From an optimization exercise on the open Yosys and OpenROAD flow, aimed at small area, a short achievable clock period and few clock cycles per item; shortcuts taken in it are not production practice. Function was checked by simulation only, so behaviour that the tests miss may differ from the original.

--- flow/config.mk ---
export PLATFORM = sky130hd
export DESIGN_NAME = cordic_atanh_vec
export DESIGN_NICKNAME = cordic_atanh_vec
export VERILOG_FILES = /design/flow/design.v
export SDC_FILE = /design/flow/constraint.sdc
export NUM_CORES = 4
export LEC_CHECK = 0
export CAP_MARGIN = 20
export CORE_MARGIN = 2
export CORE_UTILIZATION = 40
export SETUP_SLACK_MARGIN = 1.5
export SLEW_MARGIN = 20
--- flow/design.v ---
module cordic_atanh_vec (
   input  logic        clk,
   input  logic        rst,
   input  logic        i_start,
   input  logic [31:0] i_xIn,
   input  logic        i_funcSelect,
   output logic        o_busy,
   output logic        o_done,
   output logic [32:0] o_result,
   output logic        o_clamped
);
   function automatic int stageShift(input int k);
      case (k)
         0:       stageShift = 1;
         1:       stageShift = 2;
         2:       stageShift = 3;
         3, 4:    stageShift = 4;
         5:       stageShift = 5;
         6:       stageShift = 6;
         7:       stageShift = 7;
         8:       stageShift = 8;
         9:       stageShift = 9;
         10:      stageShift = 10;
         11:      stageShift = 11;
         12:      stageShift = 12;
         13, 14:  stageShift = 13;
         default: stageShift = 14;
      endcase
   endfunction
   function automatic logic [16:0] stageAngle(input int k);
      case (k)
         0:       stageAngle = 17'd9000;
         1:       stageAngle = 17'd4185;
         2:       stageAngle = 17'd2059;
         3, 4:    stageAngle = 17'd1025;
         5:       stageAngle = 17'd512;
         6:       stageAngle = 17'd256;
         7:       stageAngle = 17'd128;
         8:       stageAngle = 17'd64;
         9:       stageAngle = 17'd32;
         10:      stageAngle = 17'd16;
         11:      stageAngle = 17'd8;
         12:      stageAngle = 17'd4;
         13, 14:  stageAngle = 17'd2;
         default: stageAngle = 17'd1;
      endcase
   endfunction
   function automatic int yTop(input int k);
      case (k)
         1, 2:    yTop = 13;
         3:       yTop = 12;
         4:       yTop = 11;
         5:       yTop = 10;
         6:       yTop = 9;
         7:       yTop = 8;
         8:       yTop = 7;
         9:       yTop = 6;
         10, 11:  yTop = 5;
         12, 13:  yTop = 4;
         default: yTop = 3;
      endcase
   endfunction
   logic        r_busy;
   logic        r_done;
   logic [14:1] r_step;      
   logic [14:0] r_x;
   logic [13:0] r_y;
   logic [16:0] r_z;
   logic        r_func;
   logic        r_clamp;
   logic        r_pos15;     
   logic        w_accept;
   assign w_accept = i_start & ~r_busy & ~r_done;
   logic [14:0] w_aLow;      
   logic        w_hi;        
   logic        w_lo;        
   logic        w_aNeg;
   logic [14:0] w_aHalf;     
   logic [14:0] w_x1;
   logic [13:0] w_y1;
   logic [16:0] w_z1;
   logic        w_z1Neg;
   always_comb begin
      w_aLow = i_funcSelect ? i_xIn[14:0] : {~i_xIn[13], i_xIn[12:0], 1'b0};
      if (i_funcSelect) begin
         w_hi = ~i_xIn[31] & ((|i_xIn[30:14]) | (i_xIn[13:0] >= 14'd13108));
         w_lo =  i_xIn[31] & (~(&i_xIn[30:14]) | (i_xIn[13:0] <= 14'd3276));
      end else begin
         w_hi = (~i_xIn[30] & ((|i_xIn[29:14]) | (i_xIn[13:0] >= 14'd14746)))
              | ( i_xIn[30] & ~(|i_xIn[29:13]));
         w_lo = ( i_xIn[30] &  (|i_xIn[29:13]))
              | (~i_xIn[30] & ~(|i_xIn[29:11]) & (i_xIn[10:0] <= 11'd1638));
      end
      w_aNeg  = w_aLow[14];
      w_aHalf = {w_aLow[14], w_aLow[14:1]};
      w_x1    = (15'd16384 + (w_aNeg ? w_aHalf : -w_aHalf));
      w_y1    = {~w_aLow[13], w_aLow[12:0]};
      w_z1Neg = w_aNeg;
      if (w_hi) begin
         w_x1    = 15'd9831;
         w_y1    = 14'd4915;
         w_z1Neg = 1'b0;
      end else if (w_lo) begin
         w_x1    = 15'd9830;
         w_y1    = -14'sd4915;
         w_z1Neg = 1'b1;
      end
      w_z1 = w_z1Neg ? (i_funcSelect ? -17'sd9000 : -17'sd18000)
                     : (i_funcSelect ?  17'sd9000 :  17'sd18000);
   end
   logic               w_pos;       
   logic [14:0]        w_xOp;       
   logic [14:0]        w_yOp;       
   logic [16:0]        w_zOp;       
   logic [14:0]        w_xSh;
   logic signed [14:0] w_yExt;
   logic [14:0]        w_ySh;
   logic               w_pos15;
   logic [13:0]        w_ySum;
   logic [14:0]        w_xSum;
   logic [16:0]        w_zSum;
   always_comb begin
      w_pos = ~r_y[13];
      w_xOp = '0;
      w_yOp = '0;
      w_zOp = '0;
      for (int k = 1; k <= 14; k++) begin
         w_xSh  = (k < 2) ? r_x : {1'b0, r_x[13:0]};
         w_xSh  = w_xSh >> stageShift(k);
         w_yExt = {r_y[13], r_y};
         for (int j = 0; j < 15; j++)
            if (j > yTop(k)) w_yExt[j] = r_y[13];
         w_ySh  = 15'(w_yExt >>> stageShift(k));
         if (r_step[k]) begin
            w_xOp = w_xOp | (w_xSh ^ {15{w_pos}});
            w_yOp = w_yOp | (w_ySh ^ {15{w_pos}});
         end
      end
      for (int k = 1; k <= 13; k++)
         if (r_step[k]) w_zOp = w_zOp | stageAngle(k);
      if (r_step[14]) w_zOp = w_zOp | {15'd0, w_pos ~^ r_pos15, 1'b1};
      if (!r_func) w_zOp = w_zOp << 1;
      w_ySum = r_y + w_xOp[13:0] + 14'(w_pos);
      w_xSum = r_x + w_yOp + 15'(w_pos);
      w_zSum = r_z + (w_zOp ^ {17{~w_pos}}) + {16'd0, ~w_pos};
   end
   logic [4:0] w_y13s;
   logic [4:0] w_y14s;
   logic [4:0] w_y15s;
   logic       w_x14b13;
   always_comb begin
      w_y13s   = {r_y[13], r_y[3:0]};
      w_y14s   = r_y[13] ? w_y13s + {4'd0, r_x[13]} : w_y13s - {4'd0, r_x[13]};
      w_x14b13 = r_x[13] ^ (r_y[13] & ~(|r_x[12:0]));
      w_y15s   = w_y14s[4] ? w_y14s + {4'd0, w_x14b13} : w_y14s - {4'd0, w_x14b13};
      w_pos15  = ~w_y15s[4];
   end
   always_ff @(posedge clk) begin
      if (!r_busy) begin
         r_x     <= w_x1;
         r_y     <= w_y1;
         r_z     <= w_z1;
         r_func  <= i_funcSelect;
         r_clamp <= w_hi | w_lo;
      end else begin
         r_x <= w_xSum;
         r_y <= w_ySum;
         r_z <= w_zSum;
      end
      r_pos15 <= w_pos15;
   end
   always_ff @(posedge clk or posedge rst) begin
      if (rst) begin
         r_busy <= 1'b0;
         r_done <= 1'b0;
         r_step <= '0;
      end else begin
         r_step <= {r_step[13:1], w_accept};
         r_busy <= w_accept | (r_busy & ~r_step[14]);
         r_done <= r_step[14];
      end
   end
   assign o_busy    = r_busy;
   assign o_done    = r_done;
   assign o_result  = {{16{r_z[16]}}, r_z};
   assign o_clamped = r_clamp;
endmodule
--- flow/run.sh ---
#!/bin/bash
# synth_recipe.tcl (not shown) runs the flow's synth.tcl, then flattens the netlist and writes it again
# the make line also repeats each setting of config.mk as NAME=value (left out here)
make -C /OpenROAD-flow-scripts/flow DESIGN_CONFIG=/design/flow/config.mk WORK_HOME=/design/flow/orfs CLKGATE_MAP_FILE= SYNTH_SCRIPT=/design/flow/synth_recipe.tcl finish
--- flow/constraint.sdc ---
create_clock -name core_clock -period 5.0 [get_ports {clk}]
set_input_delay 1.0000 -clock core_clock [delete_from_list [all_inputs] [get_ports {clk}]]
set_output_delay 1.0000 -clock core_clock [all_outputs]
set_load 0.01 [all_outputs]
==> results of run 1 <==
per-layer routing:
metal	up-vias	global-route usage (%)	wire length, um
met2	237	38.63	10080
met3	34	3.781	1111
li1	3103	-	-
met5	-	0	0
met1	3136	28.03	8615
met4	0	9.481	512
cell usage after synthesis (4+ instances only):
cell type / instances / area share [%]
nand3_1: 21 / 1.6
dfxtp_1: 47 / 15
nor4_1: 10 / 0.96
a311oi_1: 6 / 0.81
clkbuf_1: 44 / 2.5
and2_1: 4 / 0.39
nand4_1: 15 / 1.4
or2_2: 8 / 0.77
mux2_2: 5 / 0.87
mux2i_1: 14 / 2.2
nor3b_1: 8 / 0.93
or3_1: 9 / 0.87
nor2_1: 47 / 2.7
o21a_1: 7 / 0.81
a31oi_1: 7 / 0.68
a22oi_1: 25 / 2.9
a211oi_1: 7 / 0.81
o31ai_1: 12 / 1.4
nor2b_1: 11 / 1.1
a221oi_1: 9 / 1.2
inv_1: 28 / 1.6
buf_4: 16 / 1.9
o311ai_0: 4 / 0.54
o21bai_1: 5 / 0.58
o21ai_0: 33 / 2.5
xnor2_1: 62 / 8.4
o2111ai_1: 4 / 0.54
xor2_1: 21 / 2.8
a222oi_1: 10 / 1.5
ha_1: 52 / 10
nand2b_1: 8 / 0.77
a21o_1: 23 / 2.7
a21oi_1: 55 / 4.2
fa_1: 6 / 1.9
buf_1: 4 / 0.23
a21boi_0: 4 / 0.46
dfrtp_1: 16 / 6.2
o211ai_1: 7 / 0.81
nor3_1: 32 / 2.5
nand2_1: 41 / 2.4
cells in the final DEF, fill, tap and decap left out, types with 15 or more instances in the layout:
master	netlist	final
buf_4	16	43
a21oi_1	55	51
nand4_1	15	15
xnor2_1	62	50
a21o_1	23	22
xor2_1	21	20
nor2_1	47	46
o21ai_0	33	23
a22oi_1	25	25
ha_1	52	47
nand2_1	41	41
nor3_1	32	29
clkdlybuf4s50_1	0	61
inv_1	28	27
dfxtp_1	47	44
nand3_1	21	18
cell type report:
cell class / count / area [um^2] / share of cell area (%)
Multi-Input combinational cell: 639 / 5189 / 61.52
Sequential cell: 65 / 1418 / 16.81
Timing Repair Buffer: 121 / 1181 / 14.00
Tap cell: 216 / 270.3 / 3.204
Clock buffer: 13 / 250.2 / 2.967
Inverter: 29 / 108.9 / 1.291
Clock inverter: 3 / 17.52 / 0.2077
cells by family after synthesis:
kind of cell	count (synthesis)	synth area share (%)
buffers and inverters	96	6.542
AOI/OAI and AO/OA	249	26.94
adders and majority gates	58	11.89
xor gates and xnor gates	84	11.64
and+or+nand+nor	228	18.35
muxes	19	3.030
DFF	65	21.61
worst max-delay path by stage:
stage | cells after the start | from | endpoint | slack (ns)
CTS | 12 | r_step[11]$_DFF_PP0_ | r_x[14]$_DFF_P_ | 1.50
finish | 12 | r_step[12]$_DFF_PP0_ | r_x[10]$_DFF_P_ | 1.51
floorplan | 18 | r_y[13]$_DFF_P_ | r_y[13]$_DFF_P_ | 1.46
detailed placement | 12 | i_xIn[4] | r_z[14]$_DFF_P_ | 0.82
global route | 16 | r_y[13]$_DFF_P_ | r_x[14]$_DFF_P_ | 1.35
global placement | 15 | r_step[11]$_DFF_PP0_ | r_x[14]$_DFF_P_ | 0.89
sequential cells by signal (all words and copies together) (netlist names):
register	count
r_pos15	1
r_func	1
r_busy	1
r_step	14
r_z	17
r_done	1
r_y	14
r_x	15
r_clamp	1
worst reg2reg max path, stage by stage (launching register included):
cell      delay, ns
dfrtp_1        0.42
or4_4          0.58
nor4b_4        0.33
nor2b_4        0.24
nor2b_4        0.19
nand2_1        0.07
ha_1           0.30
or2_2          0.33
a21oi_2        0.25
a21oi_2        0.09
a311oi_2       0.30
xor2_1         0.18
a21oi_1        0.08
what timing repair did:
item,4_1_cts,5_1_grt
setup endpoints to repair,27,26
resized for setup,55,62
pin swaps,22,39
gates cloned,3,1
buffers inserted,16,19
==> impl_metrics.ini, run 1 <==
[min_path]
holdPathEnd = r_step[4]$_DFF_PP0_
whs_path_depth = 0
hold_path_startpoint = r_step[3]$_DFF_PP0_
timing.hold.worst.class = register to register

[placement]
dp_hpwl_mm = 14.22
placement.setup.worst_slack_ns = 0.8235
dpl.cell_count = 1031
gp_congestion = 0.8805
placed_cell_area_um2 = 7295
io_buffers = 71

[yosys]
post_synth.cell_area_avg_um2 = 8.115
synth_enable_flop_cells = 2
top_flip_flop_cell_by_instance_count_after_synthesis = dfxtp_1
number_of_warnings_reported_in_the_yosys_synthesis_log = 1
synth_sequential_area_ratio_pct = 21.61
post_synth_inst_count = 799
ys_seq_elements = 65
asyncSetResetFlopFracSynth_pct = 24.62
synthesized_net_count = 893
synthDistinctLibCells = 72
syn-cell-area_um2 = 6484

[detailed_routing]
routed-via-count = 6510
route.antenna.remaining_nets = 0
totalWireLength_mm = 20.32
routed_wire_length_per_instance_um = 18.71
drt_via_density = 5.994
remaining_drc_errors = 0
drtIter0Drc = 479
first_pass_iters = 8

[clock_network]
ctsLongestPathBuffers = 2
cts_tree = done
holdBufCountCts = 0
cts-root-buf = clkbuf_16
cts.sink_count = 65
numCtsBuffers = 9
cts_htree_levels = 3
cts.clk_slew.worst_paths_ns = 0.06
worst_skew_pair.late_latency_ns = 0.35

[global_route]
overflow = 0
vias_in_the_first_global_route = 6139
grt_first_pass_wirelength_mm = 31.66
track_usage_pct = 22.55
pin_count_of_the_biggest_net_entering_global_routing = 62
grt_antenna_before_repair = 0

[final_layout]
final_core_utilization_pct = 53.10
drive_gt1_share_pct = 18.85
nNetsFinal = 959
post_layout_nonfiller_instances = 1086
area_growth_pct = 30.08
layout_filler_cell_count = 1505
finalInstanceArea_um2 = 8434
antennaDiodeCount = 0

[timing]
timing.final.crit_share_pct = 69.78
max_slew.worst_pin.slew_ns = 0.9534
timing.final.max_slew_violations = 0
period_needed_ns = 3.489
final_hold_viol_count = 0
grt_setup_unrepaired = true
max_freq_mhz = 286.6
finClkSkew_ns = 0.009294
maxSlewHeadroom_pct = 36.37
worst_slack_ns = 1.511
timing.hold.ws_ns = 0.4084
fin_setup_tns_ns = 0
report.final.setup_viol = 0

[worst_setup_path]
timing.critical_path.cells = or4_4 > nor4b_4 > nor2b_4 > nor2b_4 > nand2_1 > ha_1 > or2_2 > a21oi_2 > a21oi_2 > a311oi_2 > xor2_1 > a21oi_1
critical_path.top_delay_family = simple AND/OR/NAND/NOR gates
critical_path.slowest_cell = or4_4
criticalPathCategory = register to register
start_kind = register
r2r_setup_slack_ns = 1.51
worst_r2r_startpoint = r_step[12]$_DFF_PP0_
worstReg2RegEnd = r_x[10]$_DFF_P_
crit_fanout = 5
crit_buf_inv = 0
critical_path_arrival_ns = 3.69
worstSetupEndpointType = register
worst-r2r-cell-count = 12
worstPathRequired_ns = 5.21
critical_path.max_stage_delay_ns = 0.58

[die]
total_die_area_um2 = 17240
ioPinCount = 72
start_util_pct = 40.82
chipHeight_um = 131.3
placementRows = 46
die_w_um = 131.3
core_region_area_um2 = 15890

[flow_run]
max_cap_viol_count = 0

[run_status]
run_status = no timing/DRC/antenna violations
Testbench counts, summed over its fixed seeds: cycles 20,472, items 1,280.
==> inputs of run 2 (changes only) <==
==> flow/flow/run.sh (new file) <==
#!/bin/bash
# Own layout flow: the standard flow (standard.sh, unchanged synthesis and
# steps), except that buffer_ports gives every input and output port a buf_1
# (the smallest buffer) instead of the delay buffer it picks by default.
# The full output of the flow goes to standard_flow.log in this folder; ORFS's
# per-step logs are under orfs/logs/.
set -euo pipefail
bash standard.sh "BUFFER_PORTS_ARGS=-buffer_cell sky130_fd_sc_hd__buf_1" finish > standard_flow.log 2>&1
==> flow/standard.sh (new file) <==
#!/bin/bash
# synth_recipe.tcl (not shown) runs the flow's synth.tcl, then flattens the netlist and writes it again
# the make line also repeats each setting of config.mk as NAME=value (left out here)
make -C /OpenROAD-flow-scripts/flow DESIGN_CONFIG=/design/flow/config.mk WORK_HOME=/design/flow/orfs CLKGATE_MAP_FILE= SYNTH_SCRIPT=/design/flow/synth_recipe.tcl "${@:-finish}"
--- a/flow/config.mk
+++ b/flow/config.mk
@@ -8,5 +8,5 @@
 export CAP_MARGIN = 20
 export CORE_MARGIN = 2
-export CORE_UTILIZATION = 40
+export CORE_UTILIZATION = 60
 export SETUP_SLACK_MARGIN = 1.5
 export SLEW_MARGIN = 20
removed: flow/run.sh
==> run 2 against run 1 <==
  * First-iteration DRC count is 60% higher
  * Critical endpoint is now r_x[13]$_DFF_P_
  * Register-to-register slack worse by 0.03 ns
  * Largest cell class unchanged
  * Sequential share of layout area is 1.3 points higher
  * Flip-flop and latch count stayed put
  * Worst setup slack worse by 0.031 ns
  * Critical path depth stayed put
  * Hold slack better by 0.023 ns
  * Still clean on timing, DRC and antenna
  * Die area is 32% lower
==> impl_metrics.ini, run 2 <==
[run_status]
run_status = no timing/DRC/antenna violations

[flow_run]
max_cap_viol_count = 0

[final_layout]
largest_register_ffs = 17
mostFrequentLayoutCells = 70 x buf_1, 51 x a21oi_1, 48 x xnor2_1
nNetsFinal = 951
drive_gt1_share_pct = 17.98
area_growth_pct = 20.15
layout_filler_cell_count = 751
finalInstanceArea_um2 = 7790
leading_cell_type_in_the_layout_fill_and_taps_excluded = buf_1
leading_registers_by_flop_count = r_z x17, r_x x15
top_register = r_z
antennaDiodeCount = 0

[detailed_routing]
remaining_drc_errors = 0
route.antenna.remaining_nets = 0
drt_via_density = 6.652
drtIter0Drc = 766
first_pass_iters = 9
totalWireLength_mm = 20.00
routed-via-count = 6639
routed_wire_length_per_instance_um = 20.04

[yosys]
ys_top_cells_by_count = 62 x xnor2_1, 55 x a21oi_1, 52 x ha_1
synth_sequential_area_ratio_pct = 21.61
asyncSetResetFlopFracSynth_pct = 24.62
post_synthesis_compound_gate_area_fraction_pct = 26.94
synthTopCellsByArea = dfxtp_1 15%, ha_1 10%, xnor2_1 8.4%
synth_top_family_by_area = compound AO/OA/AOI/OAI gates
synth.top_cell.area_share_pct = 14.51
synth_most_common_cell = xnor2_1
post_synth.cell_area_avg_um2 = 8.115
top_flip_flop_cell_by_instance_count_after_synthesis = dfxtp_1
netlist.top_cell.by_area = dfxtp_1
ys_seq_elements = 65
synthesized_net_count = 893
synthDistinctLibCells = 72
synthSimpleGateAreaFrac_pct = 18.35
synth_enable_flop_cells = 2
post_synth_inst_count = 799
synth_adder_area_share_pct = 11.89
synth_mux_area_share_pct = 3.030
synthXorXnorAreaFrac_pct = 11.64
syn-cell-area_um2 = 6484
number_of_warnings_reported_in_the_yosys_synthesis_log = 1

[clock_network]
numCtsBuffers = 9
cts_htree_levels = 3
cts.sink_count = 65
cts-root-buf = clkbuf_8
cts_tree = done
cts.clk_slew.worst_paths_ns = 0.07
holdBufCountCts = 0
ctsLongestPathBuffers = 2
worst_skew_pair.late_latency_ns = 0.37

[global_route]
grt_antenna_before_repair = 0
pin_count_of_the_biggest_net_entering_global_routing = 43
vias_in_the_first_global_route = 6018
track_usage_pct = 32.99
grt_first_pass_wirelength_mm = 29.97
overflow = 0

[worst_setup_path]
criticalPathCategory = register to register
start_kind = register
worstPathRequired_ns = 5.26
critical_path_arrival_ns = 3.78
crit_fanout = 6
worstSetupEndpointType = register
worst-r2r-cell-count = 12

[placement]
gp_congestion = 0.9114
placed_cell_area_um2 = 6714
io_buffers = 71
dp_hpwl_mm = 13.11

[timing]
finClkSkew_ns = 0.01047
max_freq_mhz = 284.1
final_hold_viol_count = 0
timing.final.crit_share_pct = 70.41
maxSlewHeadroom_pct = 42.39
fin_setup_tns_ns = 0
report.final.setup_viol = 0
grt_setup_unrepaired = true
max_slew.worst_pin.slew_ns = 0.8631
period_needed_ns = 3.520
timing.final.max_slew_violations = 0

[min_path]
whs_path_depth = 1
timing.hold.worst.class = register to register

[die]
start_util_pct = 62.25
total_die_area_um2 = 11650
chipHeight_um = 108.0
die_w_um = 108.0
ioPinCount = 72
placementRows = 37
core_region_area_um2 = 10420
## run 2: routing by layer
| metal | part of all wire, % | up-vias | global-route usage [%] |
|---|---|---|---|
| li1 | - | 3093 | - |
| met4 | 4.5 | 0 | 12.64 |
| met1 | 40 | 3086 | 42.14 |
| met3 | 8.7 | 91 | 7.233 |
| met5 | 0 | - | 0 |
| met2 | 46 | 369 | 54.49 |
## run 2: worst paths after layout
kind / from / to / slack (ns)
worst min register to register: r_done$_DFF_PP0_ / r_step[1]$_DFF_PP0_ / 0.43
worst max register to register: r_step[14]$_DFF_PP0_ / r_x[13]$_DFF_P_ / 1.48
worst max-delay path: r_step[14]$_DFF_PP0_ / r_x[13]$_DFF_P_ / 1.48
max in group asynchronous: rst / r_step[11]$_DFF_PP0_ / 3.90
min in group asynchronous: rst / r_step[5]$_DFF_PP0_ / 0.66
worst min-delay path: r_done$_DFF_PP0_ / r_step[1]$_DFF_PP0_ / 0.43
## run 2: final cells by class
type / instances / area [um^2] / area share [%]
Sequential cell: 65 / 1413 / 18.13
Multi-Input combinational cell: 639 / 5157 / 66.21
Tap cell: 136 / 170.2 / 2.184
Clock buffer: 14 / 173.9 / 2.233
Clock inverter: 2 / 35.03 / 0.4497
Timing Repair Buffer: 113 / 724.4 / 9.300
Inverter: 29 / 116.4 / 1.494
## run 2: worst max-delay path, stage by stage (launching register included)
cell and delay, ns:
dfrtp_2 0.44, or4_4 0.59, nor4_4 0.23, nand4_1 0.22, ha_1 0.34, nor2b_1 0.14
o21ai_1 0.10, a21boi_2 0.20, o21ai_2 0.09, a211o_1 0.35, a311oi_2 0.35, o2111ai_1 0.16
nor3b_2 0.20
## run 2: kinds of logic after synthesis
family / Yosys count
AOI/OAI and AO/OA: 249
and+or+nand+nor: 228
DFF: 65
adders and majority gates: 58
buffers and inverters: 96
xor gates and xnor gates: 84
muxes: 19
## run 2: through the flow
stage	instances	util, %	setup slack (ns)	hold WS, ns
floorplan	799	-	1.460	0.3519
global placement	946	64.46	1.023	0.4035
detailed placement	946	64.46	0.9157	0.4051
CTS	975	70.01	1.459	0.4236
global route	998	74.79	1.361	0.4642
finish	998	74.79	1.480	0.4312
## run 2: timing repair
action	4_1_cts	5_1_grt
setup endpoints to repair	23	23
pin swaps	18	38
resized for setup	48	53
buffers inserted	10	21
gates cloned	3	2
==> inputs of run 3 (changes only) <==
--- a/flow/config.mk
+++ b/flow/config.mk
@@ -8,5 +8,5 @@
 export CAP_MARGIN = 20
 export CORE_MARGIN = 2
-export CORE_UTILIZATION = 60
+export CORE_UTILIZATION = 40
 export SETUP_SLACK_MARGIN = 1.5
 export SLEW_MARGIN = 20
==> run 3 against run 2 <==
  * Synthesized cell count unchanged
  * Hold slack better by 0.018 ns
  * Cell count up 7.5%
  * Critical path depth unchanged
  * Sequential share of layout area about the same
  * First-iteration DRC count down 37%
  * Worst setup slack better by 0.057 ns
  * Core utilization down 26 points
  * Register-to-register slack better by 0.06 ns
  * Critical path type unchanged
  * Critical endpoint is now r_x[12]$_DFF_P_
==> impl_metrics.ini, run 3 <==
[placement]
gp_congestion = 0.9167
placement.setup.worst_slack_ns = 0.8665
io_buffers = 71
placed_cell_area_um2 = 6832
dp_hpwl_mm = 14.17

[final_layout]
final_core_utilization_pct = 49.27
finalInstanceArea_um2 = 7826
multiInputGateArea_um2 = 5066
top_register = r_z
area_growth_pct = 20.71
drive_gt1_share_pct = 16.80
nNetsFinal = 946
ff_latch_area_um2 = 1419
leading_registers_by_flop_count = r_z x17, r_x x15
mostFrequentLayoutCells = 70 x buf_1, 52 x xnor2_1, 50 x a21oi_1
antennaDiodeCount = 0
layout_filler_cell_count = 1537
largest_register_ffs = 17
leading_cell_type_in_the_layout_fill_and_taps_excluded = buf_1

[yosys]
asyncSetResetFlopFracSynth_pct = 24.62
ys_top_cells_by_count = 62 x xnor2_1, 55 x a21oi_1, 52 x ha_1
number_of_warnings_reported_in_the_yosys_synthesis_log = 1
synth_sequential_area_ratio_pct = 21.61
ys_seq_elements = 65
synth_enable_flop_cells = 2
synthTopCellsByArea = dfxtp_1 15%, ha_1 10%, xnor2_1 8.4%
top_flip_flop_cell_by_instance_count_after_synthesis = dfxtp_1
post_synth.cell_area_avg_um2 = 8.115
post_synth_inst_count = 799
syn-cell-area_um2 = 6484
netlist.top_cell.by_area = dfxtp_1
synthesized_net_count = 893
synthDistinctLibCells = 72
synth_most_common_cell = xnor2_1
synth.top_cell.area_share_pct = 14.51

[timing]
max_freq_mhz = 288.7
timing.final.max_slew_violations = 0
timing.hold.ws_ns = 0.4490
grt_setup_unrepaired = true
fin_setup_tns_ns = 0
max_slew.worst_pin.slew_ns = 1.006
maxSlewHeadroom_pct = 32.88
final_hold_viol_count = 0
timing.final.crit_share_pct = 69.27
report.final.setup_viol = 0
period_needed_ns = 3.464
finClkSkew_ns = 0.007525
worst_slack_ns = 1.536

[detailed_routing]
drtIter0Drc = 481
first_pass_iters = 6
drt_via_density = 6.035
totalWireLength_mm = 20.36
routed-via-count = 6476
route.antenna.remaining_nets = 0
remaining_drc_errors = 0
routed_wire_length_per_instance_um = 18.97

[min_path]
timing.hold.worst.class = register to register

[clock_network]
cts.clk_slew.worst_paths_ns = 0.06
cts-root-buf = clkbuf_16
numCtsBuffers = 9
worst_skew_pair.late_latency_ns = 0.35
cts.sink_count = 65
ctsLongestPathBuffers = 2
cts_htree_levels = 3
cts_tree = done

[run_status]
run_status = no timing/DRC/antenna violations

[worst_setup_path]
crit_fanout = 7
worstPathRequired_ns = 5.25
start_kind = register
worstSetupEndpointType = register
criticalPathCategory = register to register
critical_path_arrival_ns = 3.71

[die]
chipHeight_um = 131.3
ioPinCount = 72
total_die_area_um2 = 17240
placementRows = 46
die_w_um = 131.3
start_util_pct = 40.82
core_region_area_um2 = 15890

[global_route]
vias_in_the_first_global_route = 5879
track_usage_pct = 22.64
grt_antenna_before_repair = 0
grt_first_pass_wirelength_mm = 31.37
overflow = 0
pin_count_of_the_biggest_net_entering_global_routing = 39

[flow_run]
max_cap_viol_count = 0
[run 3: path summary, 6_finish.rpt]
kind	start	endpoint	slack, ns	depth (start not counted)
max	r_step[14]$_DFF_PP0_	r_x[12]$_DFF_P_	1.54	12
min	r_done$_DFF_PP0_	r_step[1]$_DFF_PP0_	0.45	1
max reg2reg	r_step[14]$_DFF_PP0_	r_x[12]$_DFF_P_	1.54	12
min reg2reg	r_done$_DFF_PP0_	r_step[1]$_DFF_PP0_	0.45	1
max in group asynchronous	rst	r_step[11]$_DFF_PP0_	3.87	2
min in group asynchronous	rst	r_step[3]$_DFF_PP0_	0.70	2
[run 3: layout make-up]
class,instances,area share [%]
clock buffers,11,3.102
repair buffers,108,7.866
multi-input cells,639,64.73
flip-flops and latches,65,18.13
inverters,29,1.407
well taps,216,3.453
clock inverters,5,1.311
[run 3: repair_timing]
action                     in CTS  in global routing
gates resized for setup        44                 50
cloned                          1                  1
hold buffers                    0                  0
pin swaps                      15                 21
setup endpoints to repair      26                 24
buffers inserted               15                 10
[run 3: per-stage QoR]
stage,instances
global route,1073
detailed placement,1030
finish,1073
floorplan,799
global placement,1030
CTS,1062
[run 3: logic make-up (layout without fill, tap and decap cells)]
kind of cell	Yosys count	after routing	synth area share (%)
AO/OA/AOI/OAI	249	249	26.94
XOR/XNOR	84	84	11.64
adder cells (fa/ha/maj)	58	58	11.89
buffers and inverters	96	153	6.542
flip-flops	65	65	21.61
multiplexers	19	19	3.030
AND/OR/NAND/NOR	228	229	18.35
[run 3: routing by layer]
layer | share of wire (%) | wire (um) | global-route usage [%] | vias to the layer above
li1 | - | - | - | 3080
met1 | 43 | 8719 | 30.07 | 3054
met2 | 47 | 9603 | 36.84 | 286
met3 | 6.9 | 1406 | 4.205 | 56
met4 | 3.1 | 630 | 7.971 | 0
met5 | 0 | 0 | 0 | -
[run 3: critical path: stages, from the launching register on]
cell and delay, ns:
dfrtp_2 0.45, or4_4 0.55, nor4b_4 0.34, nor2b_4 0.23
nor2b_4 0.19, nand2_1 0.08, ha_1 0.31, or2_2 0.30
a21oi_2 0.24, a211oi_4 0.09, o31ai_2 0.24, nand2b_1 0.09
a32o_1 0.24
==> inputs of run 4 (changes only) <==
--- a/flow/design.v
+++ b/flow/design.v
@@ -61,10 +61,11 @@
       endcase
    endfunction
-   logic        r_busy;
    logic        r_done;
    logic [14:1] r_step;      
+   logic [14:1] w_at;        
+   logic        r_busy;
    logic [14:0] r_x;
    logic [13:0] r_y;
-   logic [16:0] r_z;
+   logic [15:0] r_z;         
    logic        r_func;
    logic        r_clamp;
@@ -79,5 +80,5 @@
    logic [14:0] w_x1;
    logic [13:0] w_y1;
-   logic [16:0] w_z1;
+   logic [15:0] w_z1;
    logic        w_z1Neg;
    always_comb begin
@@ -106,18 +107,22 @@
          w_z1Neg = 1'b1;
       end
-      w_z1 = w_z1Neg ? (i_funcSelect ? -17'sd9000 : -17'sd18000)
-                     : (i_funcSelect ?  17'sd9000 :  17'sd18000);
+      w_z1 = w_z1Neg ? -16'sd9000 : 16'sd9000;
    end
    logic               w_pos;       
    logic [14:0]        w_xOp;       
    logic [14:0]        w_yOp;       
-   logic [16:0]        w_zOp;       
+   logic [15:0]        w_zOp;       
    logic [14:0]        w_xSh;
    logic signed [14:0] w_yExt;
    logic [14:0]        w_ySh;
+   int                 w_k0;
    logic               w_pos15;
    logic [13:0]        w_ySum;
    logic [14:0]        w_xSum;
-   logic [16:0]        w_zSum;
+   logic [15:0]        w_zSum;
+   always_comb begin
+      for (int k = 1; k < 14; k++) w_at[k] = r_step[k] & ~r_step[k+1];
+      w_at[14] = r_step[14];
+   end
    always_comb begin
       w_pos = ~r_y[13];
@@ -130,18 +135,25 @@
          w_yExt = {r_y[13], r_y};
          for (int j = 0; j < 15; j++)
-            if (j > yTop(k)) w_yExt[j] = r_y[13];
-         w_ySh  = 15'(w_yExt >>> stageShift(k));
-         if (r_step[k]) begin
-            w_xOp = w_xOp | (w_xSh ^ {15{w_pos}});
-            w_yOp = w_yOp | (w_ySh ^ {15{w_pos}});
+            if (j > yTop(k)) w_yExt[j] = 1'b0;
+         w_ySh  = 15'(w_yExt >> stageShift(k));
+         if (w_at[k]) begin
+            w_xOp = w_xOp | w_xSh;
+            w_yOp = w_yOp | w_ySh;
          end
       end
+      for (int j = 0; j < 15; j++) begin
+         w_k0 = 15;
+         for (int k = 14; k >= 1; k--)
+            if (j + stageShift(k) > yTop(k)) w_k0 = k;
+         if (w_k0 <= 14) w_yOp[j] = w_yOp[j] | (r_step[w_k0] & r_y[13]);
+      end
+      w_xOp = w_xOp ^ {15{w_pos}};
+      w_yOp = w_yOp ^ {15{w_pos}};
       for (int k = 1; k <= 13; k++)
-         if (r_step[k]) w_zOp = w_zOp | stageAngle(k);
-      if (r_step[14]) w_zOp = w_zOp | {15'd0, w_pos ~^ r_pos15, 1'b1};
-      if (!r_func) w_zOp = w_zOp << 1;
+         if (w_at[k]) w_zOp = w_zOp | 16'(stageAngle(k));
+      if (w_at[14]) w_zOp = w_zOp | {14'd0, w_pos ~^ r_pos15, 1'b1};
       w_ySum = r_y + w_xOp[13:0] + 14'(w_pos);
       w_xSum = r_x + w_yOp + 15'(w_pos);
-      w_zSum = r_z + (w_zOp ^ {17{~w_pos}}) + {16'd0, ~w_pos};
+      w_zSum = r_z + (w_zOp ^ {16{~w_pos}}) + {15'd0, ~w_pos};
    end
    logic [4:0] w_y13s;
@@ -172,16 +184,15 @@
    always_ff @(posedge clk or posedge rst) begin
       if (rst) begin
-         r_busy <= 1'b0;
          r_done <= 1'b0;
          r_step <= '0;
       end else begin
-         r_step <= {r_step[13:1], w_accept};
-         r_busy <= w_accept | (r_busy & ~r_step[14]);
+         r_step <= {r_step[13:1] & {13{~r_step[14]}}, w_accept | (r_step[1] & ~r_step[14])};
          r_done <= r_step[14];
       end
    end
+   assign r_busy = r_step[1];
    assign o_busy    = r_busy;
    assign o_done    = r_done;
-   assign o_result  = {{16{r_z[16]}}, r_z};
+   assign o_result  = r_func ? {{17{r_z[15]}}, r_z} : {{16{r_z[15]}}, r_z, 1'b0};
    assign o_clamped = r_clamp;
 endmodule
==> run 4 against run 3 <==
  * Wire length down 9.5%
  * Synthesized cell count decreased by 1.4%
  * Cell count rose by 0.28%
  * Clock-buffer cell count up 2
  * Hold slack better by 0.072 ns
  * Via count decreased by 2.8%
  * Global-route usage is 1.0 points lower
  * Non-clock buffer count up 14
  * Flip-flop and latch count fell by 2
  * Critical endpoint unchanged
  * Highest routed layer unchanged
==> impl_metrics.ini, run 4 <==
[final_layout]
leading_cell_type_in_the_layout_fill_and_taps_excluded = buf_1
largest_register_ffs = 16
layout_filler_cell_count = 1521
antennaDiodeCount = 0
leading_registers_by_flop_count = r_z x16, r_x x15
drive_gt1_share_pct = 18.14
final_core_utilization_pct = 48.62
post_layout_nonfiller_instances = 1076
area_growth_pct = 20.01
nNetsFinal = 943
ff_latch_area_um2 = 1368
multiInputGateArea_um2 = 4901
mostFrequentLayoutCells = 70 x buf_1, 55 x nand2_1, 46 x dfxtp_1
top_register = r_z

[clock_network]
cts-root-buf = clkbuf_16
holdBufCountCts = 0
cts_tree = done
cts.sink_count = 63
ctsLongestPathBuffers = 2
numCtsBuffers = 9
worst_skew_pair.late_latency_ns = 0.34
cts.clk_slew.worst_paths_ns = 0.06
cts_htree_levels = 3

[detailed_routing]
routed-via-count = 6295
drtIter0Drc = 585
totalWireLength_mm = 18.42
drt_via_density = 5.850
first_pass_iters = 9
remaining_drc_errors = 0
routed_wire_length_per_instance_um = 17.12
route.antenna.remaining_nets = 0

[placement]
io_buffers = 71
dpl.cell_count = 1022
gp_congestion = 0.9193
placement.setup.worst_slack_ns = 0.9814
dp_hpwl_mm = 12.86

[global_route]
vias_in_the_first_global_route = 5519
pin_count_of_the_biggest_net_entering_global_routing = 37
grt_antenna_before_repair = 0
overflow = 0
track_usage_pct = 21.61
grt_first_pass_wirelength_mm = 28.68

[die]
chipHeight_um = 130.2
start_util_pct = 40.52
ioPinCount = 72
total_die_area_um2 = 16940
placementRows = 46
die_w_um = 130.2
core_region_area_um2 = 15710

[yosys]
post_synth.cell_area_avg_um2 = 8.079
synthesized_net_count = 876
syn-cell-area_um2 = 6366
synthDistinctLibCells = 72
asyncSetResetFlopFracSynth_pct = 23.81
ys_top_cells_by_count = 56 x nand2_1, 48 x ha_1, 47 x a21oi_1, 47 x xnor2_1
synthTopCellsByArea = dfxtp_1 14%, ha_1 9.4%, xnor2_1 6.5%
synth.top_cell.area_share_pct = 14.47
post_synth_inst_count = 788
number_of_warnings_reported_in_the_yosys_synthesis_log = 1
synth_sequential_area_ratio_pct = 21.31
netlist.top_cell.by_area = dfxtp_1
synth_enable_flop_cells = 2
ys_seq_elements = 63
synth_most_common_cell = nand2_1
top_flip_flop_cell_by_instance_count_after_synthesis = dfxtp_1

[worst_setup_path]
timing.critical_path.cells = or2_4 > and2_4 > buf_4 > buf_8 > a222oi_1 > a21oi_1 > a31oi_1 > ha_1 > buf_6 > a21boi_2 > o21ai_2 > a211oi_2 > o31ai_2 > a21oi_1 > xor2_1 > a32o_1
crit_buf_inv = 3
critical_path_arrival_ns = 3.84
critical_path.max_stage_delay_ns = 0.42
critical_path.top_delay_family = compound AO/OA/AOI/OAI gates
crit_fanout = 7
worstPathRequired_ns = 5.24
start_kind = register
r2r_setup_slack_ns = 1.39
criticalPathCategory = register to register
critical_path.slowest_cell = dfrtp_2
library_cell_appearing_most_often_on_the_critical_path = a21oi_1
worstSetupEndpointType = register

[timing]
worst_slack_ns = 1.392
max_slew.worst_pin.slew_ns = 0.8029
timing.final.max_slew_violations = 0
finClkSkew_ns = 0.007575
report.final.setup_viol = 0
max_freq_mhz = 277.2
timing.final.crit_share_pct = 72.16
maxSlewHeadroom_pct = 46.47
final_hold_viol_count = 0
period_needed_ns = 3.608
grt_setup_unrepaired = true
fin_setup_tns_ns = 0

[flow_run]
max_cap_viol_count = 0

[min_path]
timing.hold.worst.class = register to register

[run_status]
run_status = no timing/DRC/antenna violations
run 4: worst register-to-register path, delay by kind of cell, from the launching register on:
family,cells,cell delay (ns)
flip-flops,1,0.42
buffers and inverters,3,0.40
AND/OR/NAND/NOR,2,0.45
adder cells (fa/ha/maj),1,0.30
XOR/XNOR,1,0.18
AO/OA/AOI/OAI,9,1.73
run 4: cells by family (layout without fill, tap and decap cells):
family / after synthesis / after routing / share of synthesized area [%]
AOI/OAI and AO/OA: 239 / 239 / 26.71
xor gates and xnor gates: 67 / 67 / 9.218
adders and majority gates: 52 / 52 / 10.69
buffers and inverters: 87 / 158 / 6.269
DFF: 63 / 63 / 21.31
muxes: 35 / 35 / 6.014
and+or+nand+nor: 245 / 246 / 19.79
run 4: final cells by class:
class	instances	share of cell area, %
clock inverter	3	1.179
clock buffer	13	3.275
inverter	20	0.9826
multi-input combinational	639	64.15
tap	216	3.538
sequential	63	17.90
timing repair buffer	122	8.975
run 4: layer usage:
layer  wire length (um)  global-route usage [%]  share of wire [%]  vias up
li1                   -                       -                  -     3061
met1               8360                   29.53                 45     2953
met2               8252                   34.22                 45      250
met3               1320                   3.239                7.2       31
met4                486                   8.729                2.6        0
met5                  0                       0                  0        -
run 4: final timing paths:
kind                            cells after the start                   end            startpoint
worst max-delay path                               16       r_x[12]$_DFF_P_   r_step[3]$_DFF_PP0_
worst min-delay path                                1  r_step[11]$_DFF_PP0_  r_step[10]$_DFF_PP0_
worst max register to register                     16       r_x[12]$_DFF_P_   r_step[3]$_DFF_PP0_
worst min register to register                      1  r_step[11]$_DFF_PP0_  r_step[10]$_DFF_PP0_
max in group asynchronous                           2  r_step[14]$_DFF_PP0_                   rst
min in group asynchronous                           2   r_step[4]$_DFF_PP0_                   rst
run 4: metrics by stage:
step | hold WS (ns) | area [um^2]
after floorplan | 0.3736 | 6435
final | 0.5211 | 7640
after global placement | 0.5041 | 6719
after CTS | 0.5372 | 7315
after global routing | 0.5544 | 7640
after detailed placement | 0.5187 | 6719
run 4: timing repair:
item | in CTS | in global routing
buffers inserted | 20 | 17
setup endpoints to repair | 17 | 15
pin swaps | 13 | 23
gates resized for setup | 30 | 38
cloned | 1 | 0
Testbench counts of run 4, summed over its fixed seeds: cycles 20,472, items 1,280.
==> inputs of run 5 (changes only) <==
--- a/flow/design.v
+++ b/flow/design.v
@@ -62,6 +62,6 @@
    endfunction
    logic        r_done;
-   logic [14:1] r_step;      
-   logic [14:1] w_at;        
+   logic [13:1] r_step;      
+   logic [13:1] w_at;        
    logic        r_busy;
    logic [14:0] r_x;
@@ -70,5 +70,4 @@
    logic        r_func;
    logic        r_clamp;
-   logic        r_pos15;     
    logic        w_accept;
    assign w_accept = i_start & ~r_busy & ~r_done;
@@ -95,13 +94,13 @@
       w_aNeg  = w_aLow[14];
       w_aHalf = {w_aLow[14], w_aLow[14:1]};
-      w_x1    = (15'd16384 + (w_aNeg ? w_aHalf : -w_aHalf));
+      w_x1 = (15'd16384 + (w_aNeg ? w_aHalf : -w_aHalf));
       w_y1    = {~w_aLow[13], w_aLow[12:0]};
       w_z1Neg = w_aNeg;
       if (w_hi) begin
-         w_x1    = 15'd9831;
+         w_x1 = 15'd9831;
          w_y1    = 14'd4915;
          w_z1Neg = 1'b0;
       end else if (w_lo) begin
-         w_x1    = 15'd9830;
+         w_x1 = 15'd9830;
          w_y1    = -14'sd4915;
          w_z1Neg = 1'b1;
@@ -117,11 +116,10 @@
    logic [14:0]        w_ySh;
    int                 w_k0;
-   logic               w_pos15;
    logic [13:0]        w_ySum;
    logic [14:0]        w_xSum;
    logic [15:0]        w_zSum;
    always_comb begin
-      for (int k = 1; k < 14; k++) w_at[k] = r_step[k] & ~r_step[k+1];
-      w_at[14] = r_step[14];
+      for (int k = 1; k < 13; k++) w_at[k] = r_step[k] & ~r_step[k+1];
+      w_at[13] = r_step[13];
    end
    always_comb begin
@@ -130,5 +128,5 @@
       w_yOp = '0;
       w_zOp = '0;
-      for (int k = 1; k <= 14; k++) begin
+      for (int k = 1; k <= 12; k++) begin
          w_xSh  = (k < 2) ? r_x : {1'b0, r_x[13:0]};
          w_xSh  = w_xSh >> stageShift(k);
@@ -144,27 +142,44 @@
       for (int j = 0; j < 15; j++) begin
          w_k0 = 15;
-         for (int k = 14; k >= 1; k--)
+         for (int k = 12; k >= 1; k--)
             if (j + stageShift(k) > yTop(k)) w_k0 = k;
-         if (w_k0 <= 14) w_yOp[j] = w_yOp[j] | (r_step[w_k0] & r_y[13]);
+         if (w_k0 <= 12) w_yOp[j] = w_yOp[j] | (r_step[w_k0] & r_y[13]);
       end
       w_xOp = w_xOp ^ {15{w_pos}};
       w_yOp = w_yOp ^ {15{w_pos}};
-      for (int k = 1; k <= 13; k++)
+      for (int k = 1; k <= 12; k++)
          if (w_at[k]) w_zOp = w_zOp | 16'(stageAngle(k));
-      if (w_at[14]) w_zOp = w_zOp | {14'd0, w_pos ~^ r_pos15, 1'b1};
+      w_zOp = w_zOp ^ {16{~w_pos}};
+      if (w_at[13])
+         for (int c = 0; c < 8; c++)
+            if (w_dec == 3'(c))
+               w_zOp = 16'((c[2] ? 2 : -2) + (c[1] ? 2 : -2) + (c[0] ? 1 : -1));
       w_ySum = r_y + w_xOp[13:0] + 14'(w_pos);
       w_xSum = r_x + w_yOp + 15'(w_pos);
-      w_zSum = r_z + (w_zOp ^ {16{~w_pos}}) + {15'd0, ~w_pos};
-   end
-   logic [4:0] w_y13s;
-   logic [4:0] w_y14s;
-   logic [4:0] w_y15s;
-   logic       w_x14b13;
-   always_comb begin
-      w_y13s   = {r_y[13], r_y[3:0]};
-      w_y14s   = r_y[13] ? w_y13s + {4'd0, r_x[13]} : w_y13s - {4'd0, r_x[13]};
-      w_x14b13 = r_x[13] ^ (r_y[13] & ~(|r_x[12:0]));
-      w_y15s   = w_y14s[4] ? w_y14s + {4'd0, w_x14b13} : w_y14s - {4'd0, w_x14b13};
-      w_pos15  = ~w_y15s[4];
+      w_zSum = r_z + w_zOp + {15'd0, ~w_pos & ~w_at[13]};
+   end
+   logic w_t13;              
+   logic w_t14;              
+   logic w_yz;               
+   logic w_yp1;              
+   logic w_ym1;              
+   logic w_ym2;              
+   logic w_y14z;             
+   logic w_y14m1;            
+   logic w_pos14;
+   logic w_pos15;
+   logic [2:0] w_dec;        
+   always_comb begin
+      w_t13   = r_x[13];
+      w_t14   = r_x[13] ^ (~w_pos & ~(|r_x[12:0]));
+      w_yz    =  w_pos & (r_y[3:0] == 4'h0);
+      w_yp1   =  w_pos & (r_y[3:0] == 4'h1);
+      w_ym1   = ~w_pos & (r_y[3:0] == 4'hf);
+      w_ym2   = ~w_pos & (r_y[3:0] == 4'he);
+      w_pos14 = w_pos ? ~(w_yz & w_t13) : (w_ym1 & w_t13);
+      w_y14z  = w_pos ? ((w_yz & ~w_t13) | (w_yp1 & w_t13)) : (w_ym1 & w_t13);
+      w_y14m1 = w_pos ? (w_yz & w_t13) : ((w_ym1 & ~w_t13) | (w_ym2 & w_t13));
+      w_pos15 = w_pos14 ? ~(w_y14z & w_t14) : (w_y14m1 & w_t14);
+      w_dec   = {w_pos, w_pos14, w_pos15};
    end
    always_ff @(posedge clk) begin
@@ -180,5 +195,4 @@
          r_z <= w_zSum;
       end
-      r_pos15 <= w_pos15;
    end
    always_ff @(posedge clk or posedge rst) begin
@@ -187,6 +201,6 @@
          r_step <= '0;
       end else begin
-         r_step <= {r_step[13:1] & {13{~r_step[14]}}, w_accept | (r_step[1] & ~r_step[14])};
-         r_done <= r_step[14];
+         r_step <= {r_step[12:1] & {12{~r_step[13]}}, w_accept | (r_step[1] & ~r_step[13])};
+         r_done <= r_step[13];
       end
    end
==> run 5 against run 4 <==
  * Core utilization up 1.0 points
  * Die area up 0.96%
  * Critical path type unchanged
  * Synthesized cell count up 7.5%
  * Worst setup slack worse by 0.16 ns
  * Critical path depth up 1
==> impl_metrics.ini, run 5 <==
[yosys]
netlist.top_cell.by_area = dfxtp_1
ys_seq_elements = 61
synthDistinctLibCells = 72
synth.top_cell.area_share_pct = 14.01
synthTopCellsByArea = dfxtp_1 14%, ha_1 8.2%, dfrtp_1 5.4%
top_flip_flop_cell_by_instance_count_after_synthesis = dfxtp_1
synth_sequential_area_ratio_pct = 20.40
post_synth.cell_area_avg_um2 = 7.590
number_of_warnings_reported_in_the_yosys_synthesis_log = 1
synthesized_net_count = 929
synth_enable_flop_cells = 2
post_synth_inst_count = 847
synth_most_common_cell = nand2_1
asyncSetResetFlopFracSynth_pct = 22.95
ys_top_cells_by_count = 80 x nand2_1, 60 x o21ai_0, 50 x nor2_1
syn-cell-area_um2 = 6429

[run_status]
run_status = no timing/DRC/antenna violations

[timing]
timing.final.crit_share_pct = 75.35
finClkSkew_ns = 0.007433
report.final.setup_viol = 0
max_slew.worst_pin.slew_ns = 0.8982
grt_setup_unrepaired = true
timing.final.max_slew_violations = 0
period_needed_ns = 3.768
fin_setup_tns_ns = 0
final_hold_viol_count = 0
max_freq_mhz = 265.4
maxSlewHeadroom_pct = 40.12

[detailed_routing]
first_pass_iters = 7
routed-via-count = 6777
routed_wire_length_per_instance_um = 18.28
route.antenna.remaining_nets = 0
remaining_drc_errors = 0
drtIter0Drc = 681
drt_via_density = 5.929
totalWireLength_mm = 20.90

[placement]
dp_hpwl_mm = 14.21
gp_congestion = 0.9004
io_buffers = 71
placed_cell_area_um2 = 6764

[worst_setup_path]
start_kind = register
crit_buf_inv = 2
library_cell_appearing_most_often_on_the_critical_path = o21a_1
critical_path.slowest_cell = dfxtp_2
criticalPathCategory = register to register
worstPathRequired_ns = 5.24
crit_fanout = 22
timing.critical_path.cells = buf_4 > buf_12 > nand4_1 > o22ai_2 > o211ai_1 > a31o_2 > a21oi_2 > ha_1 > nor2b_4 > o21ai_2 > a21boi_1 > o21a_1 > o21a_1 > o21a_1 > o31a_1 > or3_1 > a31o_2
worstSetupEndpointType = register
critical_path.max_stage_delay_ns = 0.33
critical_path.top_delay_family = compound AO/OA/AOI/OAI gates
critical_path_arrival_ns = 4.01

[final_layout]
largest_register_ffs = 16
antennaDiodeCount = 0
leading_registers_by_flop_count = r_z x16, r_x x15, r_y x14
final_core_utilization_pct = 49.62
area_growth_pct = 21.72
leading_cell_type_in_the_layout_fill_and_taps_excluded = nand2_1
top_register = r_z
nNetsFinal = 1005
layout_filler_cell_count = 1567
drive_gt1_share_pct = 19.96
finalInstanceArea_um2 = 7825
mostFrequentLayoutCells = 80 x nand2_1, 71 x buf_1, 58 x buf_4

[die]
core_region_area_um2 = 15770
die_w_um = 130.8
total_die_area_um2 = 17100
chipHeight_um = 130.8
ioPinCount = 72
placementRows = 46
start_util_pct = 40.76

[flow_run]
max_cap_viol_count = 0

[min_path]
timing.hold.worst.class = register to register

[clock_network]
numCtsBuffers = 9
worst_skew_pair.late_latency_ns = 0.35
ctsLongestPathBuffers = 2
cts.sink_count = 61
cts.clk_slew.worst_paths_ns = 0.05
cts-root-buf = clkbuf_16
cts_htree_levels = 3
cts_tree = done

[global_route]
track_usage_pct = 23.92
grt_antenna_before_repair = 0
grt_first_pass_wirelength_mm = 32.03
overflow = 0
pin_count_of_the_biggest_net_entering_global_routing = 41
vias_in_the_first_global_route = 6040
run 5: final cells by class:
cell class                 instances  area [um^2]  share of cell area (%)
tap                              216        270.3                   3.454
multi-input combinational        671         4938                   63.11
sequential                        61         1339                   17.11
clock inverter                     1        7.507                 0.09594
timing repair buffer             137        844.6                   10.79
inverter                          43        161.4                   2.063
clock buffer                      14        264.0                   3.374
run 5: path summary, 6_finish.rpt:
kind / startpoint / cells past startpoint / slack (ns) / end
setup / recovery: r_y[13]$_DFF_P_ / 17 / 1.23 / r_z[12]$_DFF_P_
hold / removal: r_step[10]$_DFF_PP0_ / 1 / 0.58 / r_step[11]$_DFF_PP0_
setup reg to reg: r_y[13]$_DFF_P_ / 17 / 1.23 / r_z[12]$_DFF_P_
hold reg to reg: r_step[10]$_DFF_PP0_ / 1 / 0.58 / r_step[11]$_DFF_PP0_
max in group asynchronous: rst / 2 / 3.93 / r_step[5]$_DFF_PP0_
min in group asynchronous: rst / 2 / 0.67 / r_step[13]$_DFF_PP0_
run 5: what timing repair did:
item | in CTS | in global routing
hold buffers | 0 | 0
gates cloned | 1 | 1
buffers inserted | 28 | 22
resized for setup | 50 | 58
pin swaps | 20 | 45
endpoints found under the setup margin | 21 | 26
run 5: metal layers:
metal  wire, um  track usage [%]
met4        650            9.199
met1       8884            31.11
met2       9903            39.40
met3       1460            4.479
met5          0                0
run 5: stage by stage:
step	instances	setup WS [ns]	hold slack, ns
after floorplan	847	1.362	0.3487
final	1143	1.232	0.5814
after global placement	1076	1.043	0.5465
after global routing	1143	1.085	0.6097
after CTS	1120	1.286	0.5640
after detailed placement	1076	0.9990	0.5611
run 5: cells by family after synthesis:
logic type | Yosys count | synth area share (%)
AO/OA/AOI/OAI | 273 | 29.29
XOR/XNOR | 50 | 6.812
adder cells (fa/ha/maj) | 46 | 9.420
buffers and inverters | 115 | 7.980
flip-flops | 61 | 20.40
multiplexers | 28 | 4.730
AND/OR/NAND/NOR | 274 | 21.37
Testbench counts of run 5, summed over its fixed seeds: cycles 19,192, items 1,280.
==> inputs of run 6 (changes only) <==
--- a/flow/design.v
+++ b/flow/design.v
@@ -161,4 +161,5 @@
    logic w_t13;              
    logic w_t14;              
+   logic r_x13z;             
    logic w_yz;               
    logic w_yp1;              
@@ -172,5 +173,5 @@
    always_comb begin
       w_t13   = r_x[13];
-      w_t14   = r_x[13] ^ (~w_pos & ~(|r_x[12:0]));
+      w_t14   = r_x[13] ^ (~w_pos & r_x13z);
       w_yz    =  w_pos & (r_y[3:0] == 4'h0);
       w_yp1   =  w_pos & (r_y[3:0] == 4'h1);
@@ -183,4 +184,6 @@
       w_dec   = {w_pos, w_pos14, w_pos15};
    end
+   always_ff @(posedge clk)
+      r_x13z <= r_y[13] ? (r_x[12:0] == 13'd1) : (r_x[12:0] == 13'd0);
    always_ff @(posedge clk) begin
       if (!r_busy) begin
--- a/flow/config.mk
+++ b/flow/config.mk
@@ -8,5 +8,5 @@
 export CAP_MARGIN = 20
 export CORE_MARGIN = 2
-export CORE_UTILIZATION = 40
+export CORE_UTILIZATION = 50
 export SETUP_SLACK_MARGIN = 1.5
 export SLEW_MARGIN = 20
==> run 6 against run 5 <==
  * Still clean
  * Clock skew increased by 0.0024 ns
  * Synthesized area decreased by 4.6%
  * Cell count decreased by 15%
  * Synthesized cell count decreased by 9.1%
  * Via count decreased by 9.1%
  * Cell area decreased by 10%
  * Core utilization increased by 8.9 points
  * Clock-buffer cell count unchanged
  * Flip-flop and latch count increased by 1
  * Critical path depth decreased by 1
  * Maximum frequency increased by 1.2%
  * Critical endpoint is now r_x[11]$_DFF_P_
==> impl_metrics.ini, run 6 <==
[run_status]
run_status = no timing/DRC/antenna violations

[detailed_routing]
drt_via_density = 6.306
totalWireLength_mm = 18.40
drtIter0Drc = 527
routed-via-count = 6161
routed_wire_length_per_instance_um = 18.84
route.antenna.remaining_nets = 0
first_pass_iters = 9
remaining_drc_errors = 0

[yosys]
synth.top_cell.area_share_pct = 15.02
synth_enable_flop_cells = 2
synthTopCellsByArea = dfxtp_1 15%, ha_1 8.6%, dfrtp_1 5.7%
post_synth.cell_area_avg_um2 = 7.962
synthesized_net_count = 852
syn-cell-area_um2 = 6131
synthDistinctLibCells = 70
netlist.top_cell.by_area = dfxtp_1
ys_top_cells_by_count = 62 x nand2_1, 56 x a21oi_1, 49 x o21ai_0
ys_seq_elements = 62
post_synth_inst_count = 770
synth_most_common_cell = nand2_1
asyncSetResetFlopFracSynth_pct = 22.58
number_of_warnings_reported_in_the_yosys_synthesis_log = 1
synth_sequential_area_ratio_pct = 21.71
top_flip_flop_cell_by_instance_count_after_synthesis = dfxtp_1

[timing]
grt_setup_unrepaired = true
finClkSkew_ns = 0.009842
max_freq_mhz = 268.6
final_hold_viol_count = 0
timing.final.crit_share_pct = 74.47
period_needed_ns = 3.723
report.final.setup_viol = 0
timing.final.max_slew_violations = 0
maxSlewHeadroom_pct = 59.49
worst_slack_ns = 1.277
timing.hold.ws_ns = 0.4940
max_slew.worst_pin.slew_ns = 0.6076
fin_setup_tns_ns = 0

[clock_network]
numCtsBuffers = 9
cts.clk_slew.worst_paths_ns = 0.05
cts_htree_levels = 3
cts.sink_count = 62
cts_tree = done
worst_skew_pair.late_latency_ns = 0.34
ctsLongestPathBuffers = 2
cts-root-buf = clkbuf_16

[global_route]
overflow = 0
pin_count_of_the_biggest_net_entering_global_routing = 52
vias_in_the_first_global_route = 5834
met3_track_utilization_from_global_routing_pct = 6.220
track_usage_pct = 28.67
top_usage_layer = met2
met1_usage_pct = 37.02
grt_antenna_before_repair = 0
met2_usage_pct = 45.01
grt_first_pass_wirelength_mm = 29.61

[final_layout]
nNetsFinal = 907
drive_gt1_share_pct = 15.30
largest_register_ffs = 16
leading_registers_by_flop_count = r_z x16, r_x x15, r_y x14
ff_latch_area_um2 = 1334
area_growth_pct = 14.69
mostFrequentLayoutCells = 71 x buf_1, 62 x nand2_1, 49 x a21oi_1
layout_filler_cell_count = 1163
final_core_utilization_pct = 58.54
top_register = r_z
multiInputGateArea_um2 = 4562
leading_cell_type_in_the_layout_fill_and_taps_excluded = buf_1
antennaDiodeCount = 0

[die]
placementRows = 40
ioPinCount = 72
chipHeight_um = 114.7
total_die_area_um2 = 13160
start_util_pct = 51.04
core_region_area_um2 = 12010
die_w_um = 114.7

[worst_setup_path]
worst-r2r-cell-count = 16
worstSetupEndpointType = register
crit_fanout = 7
worstPathRequired_ns = 5.23
criticalPathCategory = register to register
start_kind = register
critical_path_arrival_ns = 3.95
worstReg2RegEnd = r_x[11]$_DFF_P_
r2r_setup_slack_ns = 1.28
worst_setup_path_startpoint = r_step[6]$_DFF_PP0_
worst_r2r_startpoint = r_step[6]$_DFF_PP0_

[min_path]
holdPathEnd = r_step[13]$_DFF_PP0_
timing.hold.worst.class = register to register
whs_path_depth = 1
hold_path_startpoint = r_step[13]$_DFF_PP0_

[placement]
gp_congestion = 0.9274
dp_hpwl_mm = 13.42
placement.setup.worst_slack_ns = 0.8301
io_buffers = 71

[flow_run]
max_cap_viol_count = 0
## run 6: how the worst max path moves through the flow
stage | end | slack, ns
after floorplan | r_z[14]$_DFF_P_ | 1.15
after global placement | r_z[14]$_DFF_P_ | 0.91
after detailed placement | r_z[14]$_DFF_P_ | 0.83
after CTS | r_z[14]$_DFF_P_ | 1.24
after global routing | r_x[11]$_DFF_P_ | 1.09
final | r_x[11]$_DFF_P_ | 1.28
## run 6: cells by family after synthesis
| logic type | synth area share [%] |
|---|---|
| AOI/OAI and AO/OA | 28.94 |
| and+or+nand+nor | 19.43 |
| buffers and inverters | 6.490 |
| DFF | 21.71 |
| xor gates and xnor gates | 7.857 |
| adders and majority gates | 9.878 |
| muxes | 5.694 |
## run 6: metal layers
layer | up-vias | share of wire [%]
met5 | - | 0
met2 | 228 | 46
li1 | 2971 | -
met1 | 2901 | 42
met4 | 0 | 4.9
met3 | 61 | 6.3
## run 6: final cells by class
class	count	share of cell area (%)
Multi-Input combinational cell	622	64.88
Tap cell	147	2.616
Clock inverter	2	0.1423
Inverter	19	1.014
Sequential cell	62	18.97
Clock buffer	14	4.217
Timing Repair Buffer	111	8.167
## run 6: stage by stage
step | instance area, um^2 | instances
after floorplan | 6198 | 770
after global placement | 6400 | 935
after detailed placement | 6400 | 935
after CTS | 6914 | 968
after global routing | 7032 | 977
final | 7032 | 977
## run 6: repair_timing
item | CTS | global route
endpoints found under the setup margin | 25 | 27
endpoints found under the hold margin | 0 | 0
gates resized for setup | 25 | 16
hold buffers | 0 | 0
pin swaps | 38 | 32
buffers inserted | 17 | 9
## run 6: worst max-delay path, cell delays in order (launching register included)
cell and delay (ns):
dfrtp_1 0.44, nor2b_2 0.24, buf_4 0.18, a222oi_1 0.32, nand2_1 0.17, nor3_2 0.20, a21oi_2 0.06, ha_1 0.31
o21a_1 0.19, nor2_2 0.14, a311oi_2 0.06, o21ai_2 0.21, a21boi_2 0.10, o41a_1 0.46, a221oi_2 0.26, xor2_1 0.19
o21ai_1 0.09
Testbench counts of run 6, summed over its fixed seeds: cycles 19,192, items 1,280.

-- separate check: timing with driven ports --
In the flow no input, the clock included, has a driving cell. The finished layouts below were timed again as built, in two steps. Step 1 assumes that a clkbuf_16 drives the clock port and a buf_2 every other input. Step 2 also shifts input and output timing later by t, the mid clock arrival at the registers, as if the neighbouring blocks saw the same clock. Slacks: ideal / step 1 / step 2; pairs: ideal / step 1.
run	t (ns)	setup WS [ns]	worst hold slack (ns)	worst register clock-pin slew, ns	pins driven straight from the clock port
run 1	0.384	1.511 / 1.511 / 1.183	0.408 / 0.408 / 0.408	0.06 / 0.06	1
run 2	0.401	1.480 / 1.480 / 1.340	0.431 / 0.431 / 0.431	0.08 / 0.08	1
run 3	0.393	1.536 / 1.536 / 1.273	0.449 / 0.449 / 0.449	0.06 / 0.06	1
run 4	0.384	1.392 / 1.392 / 1.392	0.521 / 0.521 / 0.521	0.06 / 0.06	1
run 5	0.391	1.232 / 1.232 / 1.232	0.581 / 0.581 / 0.581	0.06 / 0.06	1
run 6	0.377	1.277 / 1.277 / 1.277	0.494 / 0.494 / 0.494	0.06 / 0.06	1
After both steps setup and hold are still met in every run listed. The setup slack of run 1, which loses most, moves by 0.000 ns with the drivers and by -0.328 ns with both steps.
